Context: an optimization exercise on an open-source flow, tuned for small area. The choices shown serve that exercise and are no tape-out recipe. Only simulation tests tie the RTL to the original design; equivalence was not proved. Power is estimated from default activity; no workload was simulated.

== tundra ==
Design execute_mc, start of the top module:
module execute_mc #(
  parameter int N      = 64,
  parameter int MUL_EN = 1
) (
  input  logic         clk,
  input  logic         reset,
  input  logic         valid_E,
  input  logic         flush_E,
  input  logic         AluSrc,
  input  logic [3:0]   AluControl,
  input  logic         MulOp,
  input  logic [N-1:0] PC_E,
  input  logic [N-1:0] signImm_E,
  input  logic [N-1:0] readData1_E,
  input  logic [N-1:0] readData2_E,
  output logic         stall_E,
  output logic [N-1:0] PCBranch_M,
  output logic [N-1:0] aluResult_M,
  output logic [N-1:0] writeData_M,
  output logic         zero_M,
  output logic         valid_M
);
Size: about 1,000 cells after synthesis, ~210 flip-flops, roughly 460 I/O pins, ~8600 um2 of cells after synthesis.
export LEC_CHECK = 0
export CAP_MARGIN = 20
export CORE_ASPECT_RATIO = 0.35
export CORE_MARGIN = 2
export CORE_UTILIZATION = 55
export CTS_BUF_LIST = sky130_fd_sc_hd__clkbuf_8
export CTS_CLUSTER_SIZE = 30
export SLEW_MARGIN = 20
create_clock -name core_clock -period 7.0 [get_ports {clk}]
standard.sh (not shown) runs the stock make flow with config.mk's settings and CLKGATE_MAP_FILE= SYNTH_SCRIPT=/design/flow/synth_recipe.tcl, a recipe that flattens the netlist after the stock synthesis.
==> flow/flow/run.sh <==
#!/bin/bash
# The standard layout (standard.sh) with two changes:
#  - synthesis maps the logic with an area-oriented ABC script (flow/abc_area.script, used
#    through ABC_AREA=1 on a copy of ORFS's scripts folder); registers are untouched;
#  - the port buffers are the smallest buffer cell, sky130_fd_sc_hd__buf_1.
set -euo pipefail
cd "$(dirname "$0")/.."
W=$PWD
rm -rf "$W/scripts_area"
cp -r "$FLOW_HOME/scripts" "$W/scripts_area"
cp "$W/flow/abc_area.script" "$W/scripts_area/abc_area.script"
export BUFFER_PORTS_ARGS="-buffer_cell sky130_fd_sc_hd__buf_1"
bash standard.sh SCRIPTS_DIR="$W/scripts_area" ABC_AREA=1 finish > standard_flow.log 2>&1
==> flow/flow/abc_area.script <==
strash
dch
map -a
mfs2
strash
dch
map -a
topo
stime -c
What nickel does differently from tundra at the input level:
# tundra
export LEC_CHECK = 0
export CAP_MARGIN = 20
export CORE_ASPECT_RATIO = 0.35
export CORE_MARGIN = 2
export CORE_UTILIZATION = 55
export CTS_BUF_LIST = sky130_fd_sc_hd__clkbuf_8
export CTS_CLUSTER_SIZE = 30
export SLEW_MARGIN = 20
create_clock -name core_clock -period 7.0 [get_ports {clk}]
# nickel
export LEC_CHECK = 0
export CAP_MARGIN = 20
export CORE_MARGIN = 2
export CORE_UTILIZATION = 65
export CTS_BUF_LIST = sky130_fd_sc_hd__clkbuf_4
export SLEW_MARGIN = 20
create_clock -name core_clock -period 7.0 [get_ports {clk}]
==> flow/flow/run.sh <==
#!/bin/bash
# The standard layout, with the port buffers made of the smallest buffer cell
# (sky130_fd_sc_hd__buf_1) instead of the one buffer_ports picks by default.
set -euo pipefail
cd "$(dirname "$0")/.."
export BUFFER_PORTS_ARGS="-buffer_cell sky130_fd_sc_hd__buf_1"
bash standard.sh finish > standard_flow.log 2>&1
removed: flow/flow/abc_area.script
==> notes.md <==
What ended nickel was a tool error in 3_2_place_iop; the run never finished.
Relative to tundra, the post-synthesis mux area share of nickel is higher by 20 points.
Compare tundra and nickel | mean instance size in the synthesized netlist lower: tundra
Going from tundra to nickel, proportion of synthesized chip area in sequential cells shrinks by 1.0 points.
Re starting density of the core: nickel is 8.9 points up on tundra.
Synthesized area of nickel exceeds that of tundra by a few percent.
For vertical die dimension, dividing the value from tundra by the value from nickel gives 0.65.
The fraction of the mapped netlist area in adder cells of nickel exceeds that of tundra by 1.7 points.
nickel vs. tundra: number of synthesized flops with an enable pin saw little to no change, xor and xnor area share after synthesis saw an increase, number of rows in the core area saw an increase.
Input-level comparison between maple and nickel:
# nickel
export LEC_CHECK = 0
export CAP_MARGIN = 20
export CORE_MARGIN = 2
export CORE_UTILIZATION = 65
export CTS_BUF_LIST = sky130_fd_sc_hd__clkbuf_4
export SLEW_MARGIN = 20
create_clock -name core_clock -period 7.0 [get_ports {clk}]
# maple
export LEC_CHECK = 0
export CAP_MARGIN = 20
export CORE_ASPECT_RATIO = 0.35
export CORE_MARGIN = 2
export CORE_UTILIZATION = 55
export CTS_BUF_LIST = sky130_fd_sc_hd__clkbuf_4
export SLEW_MARGIN = 20
create_clock -name core_clock -period 7.0 [get_ports {clk}]
Findings:
As far as synthesized cell count goes, maple and nickel are indistinguishable; the numbers are identical. Any difference in synthesized netlist net count between maple and nickel is small enough to ignore. There was hardly any difference in post-synthesis share of cell area spent on and, or, nand and nor gates between nickel and maple. The fraction of registers with async set/reset of nickel and that of maple are within noise of each other. Vertical extent of the die delta for maple relative to nickel: about 34% lower. In the metrics for maple and nickel, the one carrying the lower placement row count is maple. Re area after synthesis: no difference whatsoever between nickel and maple. Both conditions hold for maple: the flow ran to the end and the final layout passed the timing, DRC and antenna checks. Number of enable-type register cells in the synthesized netlist came out exactly the same in maple and nickel. maple and nickel ended up with nearly the same number of distinct library cells after synthesis.

* * *

The RTL this note starts from:
==> flow/design.v <==
module execute_mc #(
  parameter int N      = 64,
  parameter int MUL_EN = 1
) (
  input  logic         clk,
  input  logic         reset,
  input  logic         valid_E,
  input  logic         flush_E,
  input  logic         AluSrc,
  input  logic [3:0]   AluControl,
  input  logic         MulOp,
  input  logic [N-1:0] PC_E,
  input  logic [N-1:0] signImm_E,
  input  logic [N-1:0] readData1_E,
  input  logic [N-1:0] readData2_E,
  output logic         stall_E,
  output logic [N-1:0] PCBranch_M,
  output logic [N-1:0] aluResult_M,
  output logic [N-1:0] writeData_M,
  output logic         zero_M,
  output logic         valid_M
);
  localparam int W = 8;             
  localparam int C = N / W;         
  logic [2:0]   pc_q;               
  logic [C-1:0] ph_q;               
  logic [4:0]   rnd_q;              
  logic         cq;                 
  logic         kq;                 
  logic         amsb_q;             
  logic [1:0]   pmsb_q;             
  logic         pcq;                
  logic [1:0]   imsb_q;             
  logic         ph0, last, done, mul, pres, sub, d0, d1;
  logic [4:0]   dig;
  logic [C-1:0] bsel;
  logic [W-1:0] a_c, b_c, imm_c, pc_c, alu_b, a2_c, x1, x2, y, s, k, res;
  logic [W:0]   sum, psum;
  function automatic logic [W-1:0] pick(input logic [N-1:0] v, input logic [C-1:0] sel);
    pick = '0;
    for (int i = 0; i < C; i++) pick = pick | (v[i*W +: W] & {W{sel[i]}});
  endfunction
  function automatic logic [W:0] cla(input logic [W-1:0] p, input logic [W-1:0] q,
                                     input logic ci);
    logic [W-1:0] g, t;
    logic [W:0]   c;
    g = p & q;
    t = p ^ q;
    c[0] = ci;
    for (int i = 0; i < W; i += 4) begin
      c[i+1] = g[i]   | (t[i]   & c[i]);
      c[i+2] = g[i+1] | (t[i+1] & g[i]) | (t[i+1] & t[i] & c[i]);
      c[i+3] = g[i+2] | (t[i+2] & g[i+1]) | (t[i+2] & t[i+1] & g[i])
             | (t[i+2] & t[i+1] & t[i] & c[i]);
      c[i+4] = g[i+3] | (t[i+3] & g[i+2]) | (t[i+3] & t[i+2] & g[i+1])
             | (t[i+3] & t[i+2] & t[i+1] & g[i]) | (t[i+3] & t[i+2] & t[i+1] & t[i] & c[i]);
    end
    cla = {c[W], t ^ c[W-1:0]};
  endfunction
  assign ph_q = 8'd1 << pc_q;
  assign ph0  = ph_q[0];
  assign last = ph_q[C-1];
  assign mul  = (MUL_EN != 0) & MulOp;
  assign pres = valid_E & ~flush_E;
  assign done = last & (~mul | (rnd_q == 5'd31));
  assign stall_E = ~done;
  assign dig   = ~rnd_q;            
  assign bsel  = mul ? (8'd1 << dig[4:2]) : ph_q;
  assign a_c   = pick(readData1_E, ph_q);
  assign b_c   = pick(readData2_E, bsel);
  assign imm_c = pick(signImm_E, ph_q);
  assign pc_c  = pick(PC_E, ph_q);
  assign d0    = b_c[{dig[1:0], 1'b0}];
  assign d1    = b_c[{dig[1:0], 1'b1}];
  always_comb begin
    sub   = ~mul & (AluControl == 4'b0110);
    alu_b = AluSrc ? imm_c : b_c;
    a2_c  = {a_c[W-2:0], ph0 ? 1'b0 : amsb_q};
    x1    = a_c & {W{~mul | d0}};
    x2    = a2_c & {W{mul & d1}};
    if (mul) y = (rnd_q == 5'd0) ? '0 : {aluResult_M[W-3:0], ph0 ? 2'b00 : pmsb_q};
    else     y = alu_b ^ {W{sub}};
    s     = x1 ^ x2 ^ y;
    k     = (x1 & x2) | (x1 & y) | (x2 & y);
    sum   = cla(s, {k[W-2:0], ph0 ? 1'b0 : kq}, ph0 ? sub : cq);
    if (mul) res = sum[W-1:0];
    else begin
      case (AluControl)
        4'b0000: res = a_c & alu_b;
        4'b0001: res = a_c | alu_b;
        4'b0010: res = sum[W-1:0];
        4'b0110: res = sum[W-1:0];
        4'b0111: res = alu_b;
        4'b1100: res = ~(a_c | alu_b);
        default: res = '0;
      endcase
    end
    psum = cla(pc_c, {imm_c[W-3:0], ph0 ? 2'b00 : imsb_q}, ph0 ? 1'b0 : pcq);
  end
  always_ff @(posedge clk) begin
    if (reset) begin
      pc_q    <= '0;
      rnd_q   <= '0;
      valid_M <= 1'b0;
    end else begin
      if (pres & ~done) begin
        pc_q  <= pc_q + 3'd1;
        rnd_q <= rnd_q + {4'd0, last};
      end else begin
        pc_q  <= '0;
        rnd_q <= '0;
      end
      valid_M <= pres & done;
    end
  end
  always_ff @(posedge clk) begin
    cq          <= sum[W];
    kq          <= k[W-1];
    amsb_q      <= a_c[W-1];
    pmsb_q      <= aluResult_M[W-1:W-2];
    pcq         <= psum[W];
    imsb_q      <= imm_c[W-1:W-2];
    aluResult_M <= {res, aluResult_M[N-1:W]};
    PCBranch_M  <= {psum[W-1:0], PCBranch_M[N-1:W]};
    writeData_M <= readData2_E;
  end
  assign zero_M = (aluResult_M == '0);
endmodule
clock: 7.0 ns
lec_check: 0
cap_margin: 20
core_area: 2 2 168 148
die_area: 0 0 170 150
slew_margin: 20
==> flow/flow/run.sh <==
#!/bin/bash
# The standard layout (standard.sh) with these changes:
#  - synthesis maps the logic with an area-oriented ABC script (flow/abc_area.script, used
#    through ABC_AREA=1 on a copy of ORFS's scripts folder); registers are untouched;
#  - the port buffers are the smallest buffer cell, sky130_fd_sc_hd__buf_1;
#  - clock tree synthesis inserts no dummy loads (CTS_ARGS replaces its arguments);
#  - synthesis leaves adders to ABC (no full/half-adder cell extraction: ADDER_MAP_FILE empty).
set -euo pipefail
cd "$(dirname "$0")/.."
W=$PWD
rm -rf "$W/scripts_area"
cp -r "$FLOW_HOME/scripts" "$W/scripts_area"
cp "$W/flow/abc_area.script" "$W/scripts_area/abc_area.script"
export CTS_ARGS="-sink_clustering_enable -repair_clock_nets -sink_clustering_size 8 -sink_clustering_max_diameter 60 -buf_list sky130_fd_sc_hd__clkbuf_4 -dont_use_dummy_load"
export BUFFER_PORTS_ARGS="-buffer_cell sky130_fd_sc_hd__buf_1"
bash standard.sh SCRIPTS_DIR="$W/scripts_area" ABC_AREA=1 ADDER_MAP_FILE= finish > standard_flow.log 2>&1
==> flow/flow/abc_area.script <==
strash
&get -n
&fraig -x
&put
scorr
dc2
dretime
strash
&get -n
&dch -f
&nf
&put
topo
stime -c
The baseline finished clean.
==> next run, changes <==
==> flow/flow/run.sh (replaced) <==
#!/bin/bash
# The standard layout (standard.sh) with two changes:
#  - synthesis maps the logic with an area-oriented ABC script (flow/abc_area.script, used
#    through ABC_AREA=1 on a copy of ORFS's scripts folder); registers are untouched;
#  - the port buffers are the smallest buffer cell, sky130_fd_sc_hd__buf_1;
#  - clock tree synthesis inserts no dummy loads (CTS_ARGS replaces its arguments).
set -euo pipefail
cd "$(dirname "$0")/.."
W=$PWD
rm -rf "$W/scripts_area"
cp -r "$FLOW_HOME/scripts" "$W/scripts_area"
cp "$W/flow/abc_area.script" "$W/scripts_area/abc_area.script"
export CTS_ARGS="-sink_clustering_enable -repair_clock_nets -sink_clustering_size 40 -sink_clustering_max_diameter 60 -buf_list sky130_fd_sc_hd__clkbuf_16 -dont_use_dummy_load"
export BUFFER_PORTS_ARGS="-buffer_cell sky130_fd_sc_hd__buf_1"
bash standard.sh SCRIPTS_DIR="$W/scripts_area" ABC_AREA=1 finish > standard_flow.log 2>&1
Outcome:
- area after synthesis increases by 0.51%
- wire length climbs by 8.4%
- maximum frequency came out lower by 4.8%
- final cell count drops by 2.1%
- critical path depth went up by 2
- flip-flop and latch count stays the same
- via count is lower by 0.94%
- first-iteration DRC count goes up by 1.8%
==> next run, changes <==
==> flow/flow/run.sh (replaced) <==
#!/bin/bash
# The standard layout (standard.sh) with two changes:
#  - synthesis maps the logic with an area-oriented ABC script (flow/abc_area.script, used
#    through ABC_AREA=1 on a copy of ORFS's scripts folder); registers are untouched;
#  - the port buffers are the smallest buffer cell, sky130_fd_sc_hd__buf_1.
set -euo pipefail
cd "$(dirname "$0")/.."
W=$PWD
rm -rf "$W/scripts_area"
cp -r "$FLOW_HOME/scripts" "$W/scripts_area"
cp "$W/flow/abc_area.script" "$W/scripts_area/abc_area.script"
export BUFFER_PORTS_ARGS="-buffer_cell sky130_fd_sc_hd__buf_1"
bash standard.sh SCRIPTS_DIR="$W/scripts_area" ABC_AREA=1 finish > standard_flow.log 2>&1
- CORE_AREA: 2 2 168 148 -> unset
- CORE_MARGIN: unset -> 2
- CORE_UTILIZATION: unset -> 50
- CTS_BUF_LIST: unset -> sky130_fd_sc_hd__clkbuf_16
- CTS_CLUSTER_DIAMETER: unset -> 80
- CTS_CLUSTER_SIZE: unset -> 50
- DIE_AREA: 0 0 170 150 -> unset
=> This time the run ended with an error in I/O pin placement (3_2_place_iop) with PPL-0024. Synthesized cell count stays the same. Area after synthesis does not change.
==> next run, changes <==
==> flow/flow/run.sh (replaced) <==
#!/bin/bash
# The standard layout (standard.sh) with these changes:
#  - synthesis maps the logic with an area-oriented ABC script (flow/abc_area.script, used
#    through ABC_AREA=1 on a copy of ORFS's scripts folder); registers are untouched;
#  - the port buffers are the smallest buffer cell, sky130_fd_sc_hd__buf_1;
#  - clock tree synthesis inserts no dummy loads (CTS_ARGS replaces its arguments).
set -euo pipefail
cd "$(dirname "$0")/.."
W=$PWD
rm -rf "$W/scripts_area"
cp -r "$FLOW_HOME/scripts" "$W/scripts_area"
cp "$W/flow/abc_area.script" "$W/scripts_area/abc_area.script"
export CTS_ARGS="-sink_clustering_enable -repair_clock_nets -sink_clustering_size 8 -sink_clustering_max_diameter 60 -buf_list sky130_fd_sc_hd__clkbuf_4 -dont_use_dummy_load"
export BUFFER_PORTS_ARGS="-buffer_cell sky130_fd_sc_hd__buf_1"
bash standard.sh SCRIPTS_DIR="$W/scripts_area" ABC_AREA=1 finish > standard_flow.log 2>&1
- CORE_AREA: unset -> 2 2 168 148
- CORE_MARGIN: 2 -> unset
- CORE_UTILIZATION: 50 -> unset
- CTS_BUF_LIST: sky130_fd_sc_hd__clkbuf_16 -> unset
- CTS_CLUSTER_DIAMETER: 80 -> unset
- CTS_CLUSTER_SIZE: 50 -> unset
- DIE_AREA: unset -> 0 0 170 150
After rerunning: With this change the flow passed the timing, DRC and antenna checks. Synthesized area stays the same. Synthesized cell count does not change.
==> next run, changes <==
--- a/flow/flow/run.sh
+++ b/flow/flow/run.sh
@@ -12,3 +12,3 @@
 cp "$W/flow/abc_area.script" "$W/scripts_area/abc_area.script"
-export CTS_ARGS="-sink_clustering_enable -repair_clock_nets -sink_clustering_size 8 -sink_clustering_max_diameter 60 -buf_list sky130_fd_sc_hd__clkbuf_4 -dont_use_dummy_load"
+export CTS_ARGS="-sink_clustering_enable -repair_clock_nets -sink_clustering_size 10 -sink_clustering_max_diameter 30 -buf_list sky130_fd_sc_hd__clkbuf_4 -dont_use_dummy_load"
 export BUFFER_PORTS_ARGS="-buffer_cell sky130_fd_sc_hd__buf_1"
- GPL_TIMING_DRIVEN: unset -> 0
Result:
- total power goes up by a few percent
- die area is unchanged
- worst setup slack got worse by 0.63 ns
- final cell count stays flat
- design area goes up slightly
- core utilization goes up by 0.77 points
- fmax goes down by roughly a tenth
- sequential power hardly moves
- global-route usage goes down by 0.42 points
- hold slack got worse by 0.022 ns
==> next run, changes <==
==> flow/flow/run.sh (replaced) <==
#!/bin/bash
# The standard layout (standard.sh) with these changes:
#  - synthesis maps the logic with an area-oriented ABC script (flow/abc_area.script, used
#    through ABC_AREA=1 on a copy of ORFS's scripts folder); registers are untouched;
#  - the port buffers are the smallest buffer cell, sky130_fd_sc_hd__buf_1;
#  - clock tree synthesis inserts no dummy loads (CTS_ARGS replaces its arguments);
#  - synthesis leaves adders to ABC (no full/half-adder cell extraction: ADDER_MAP_FILE empty).
set -euo pipefail
cd "$(dirname "$0")/.."
W=$PWD
rm -rf "$W/scripts_area"
cp -r "$FLOW_HOME/scripts" "$W/scripts_area"
cp "$W/flow/abc_area.script" "$W/scripts_area/abc_area.script"
export CTS_ARGS="-sink_clustering_enable -repair_clock_nets -sink_clustering_size 8 -sink_clustering_max_diameter 60 -buf_list sky130_fd_sc_hd__clkbuf_4 -dont_use_dummy_load"
export BUFFER_PORTS_ARGS="-buffer_cell sky130_fd_sc_hd__buf_1"
bash standard.sh SCRIPTS_DIR="$W/scripts_area" ABC_AREA=1 ADDER_MAP_FILE= finish > standard_flow.log 2>&1
- CORE_AREA: 2 2 168 148 -> 2 2 158 158
- DIE_AREA: 0 0 170 150 -> 0 0 160 160
- GPL_TIMING_DRIVEN: 0 -> unset
Final area drops by a few percent.
Global-route usage drops by 2.0 points.
Via count grows slightly.
Die area is higher slightly.
Routed wire length drops by a little under a tenth.
Fmax went up by roughly a tenth.
Hold slack is worse by 0.052 ns.
Register-to-register slack gets better by 0.49 ns.

separate check: timing with driven ports:
The flow's constraints put no driver on any port. The routed layouts listed below were extracted and timed again, unchanged, in two steps.
Step 1 sets driving cells, clkbuf_16 on the clock port and buf_2 on the other inputs (assumed; they add their load-dependent delay and slew).
Step 2 also shifts input and output timing later by t, the mid clock arrival at the registers, as if the neighbouring blocks saw the same clock.
a / b / c = ideal ports / drivers / drivers and shift; a / b = the first two.
run	t, ns	setup WS [ns]	hold slack, ns	worst register clock-pin slew, ns	worst slew at a driven data input, ns
tundra	0.610	0.529 / 0.477 / -0.133	0.350 / 0.350 / 0.350	0.09 / 0.09	0.09
maple	0.674	0.823 / 0.821 / 0.147	0.316 / 0.316 / 0.316	0.10 / 0.10	0.10
the first run of note 2	0.666	1.400 / 1.409 / 0.743	0.345 / 0.345 / 0.345	0.10 / 0.10	0.05
the second run of note 2	0.516	1.120 / 1.094 / 0.578	0.303 / 0.303 / 0.303	0.12 / 0.12	0.07
the fourth run of note 2	0.691	1.341 / 1.309 / 0.618	0.332 / 0.332 / 0.332	0.10 / 0.10	0.07
the fifth run of note 2	0.623	0.707 / 0.715 / 0.092	0.311 / 0.311 / 0.311	0.10 / 0.10	0.13
the sixth run of note 2	0.660	1.228 / 1.235 / 0.575	0.258 / 0.258 / 0.258	0.11 / 0.11	0.08
With both steps, setup timing fails in tundra, where it was met with ideal ports. The setup slack of the fourth run of note 2, which loses most, moves by -0.032 ns with the drivers and by -0.723 ns with both steps.
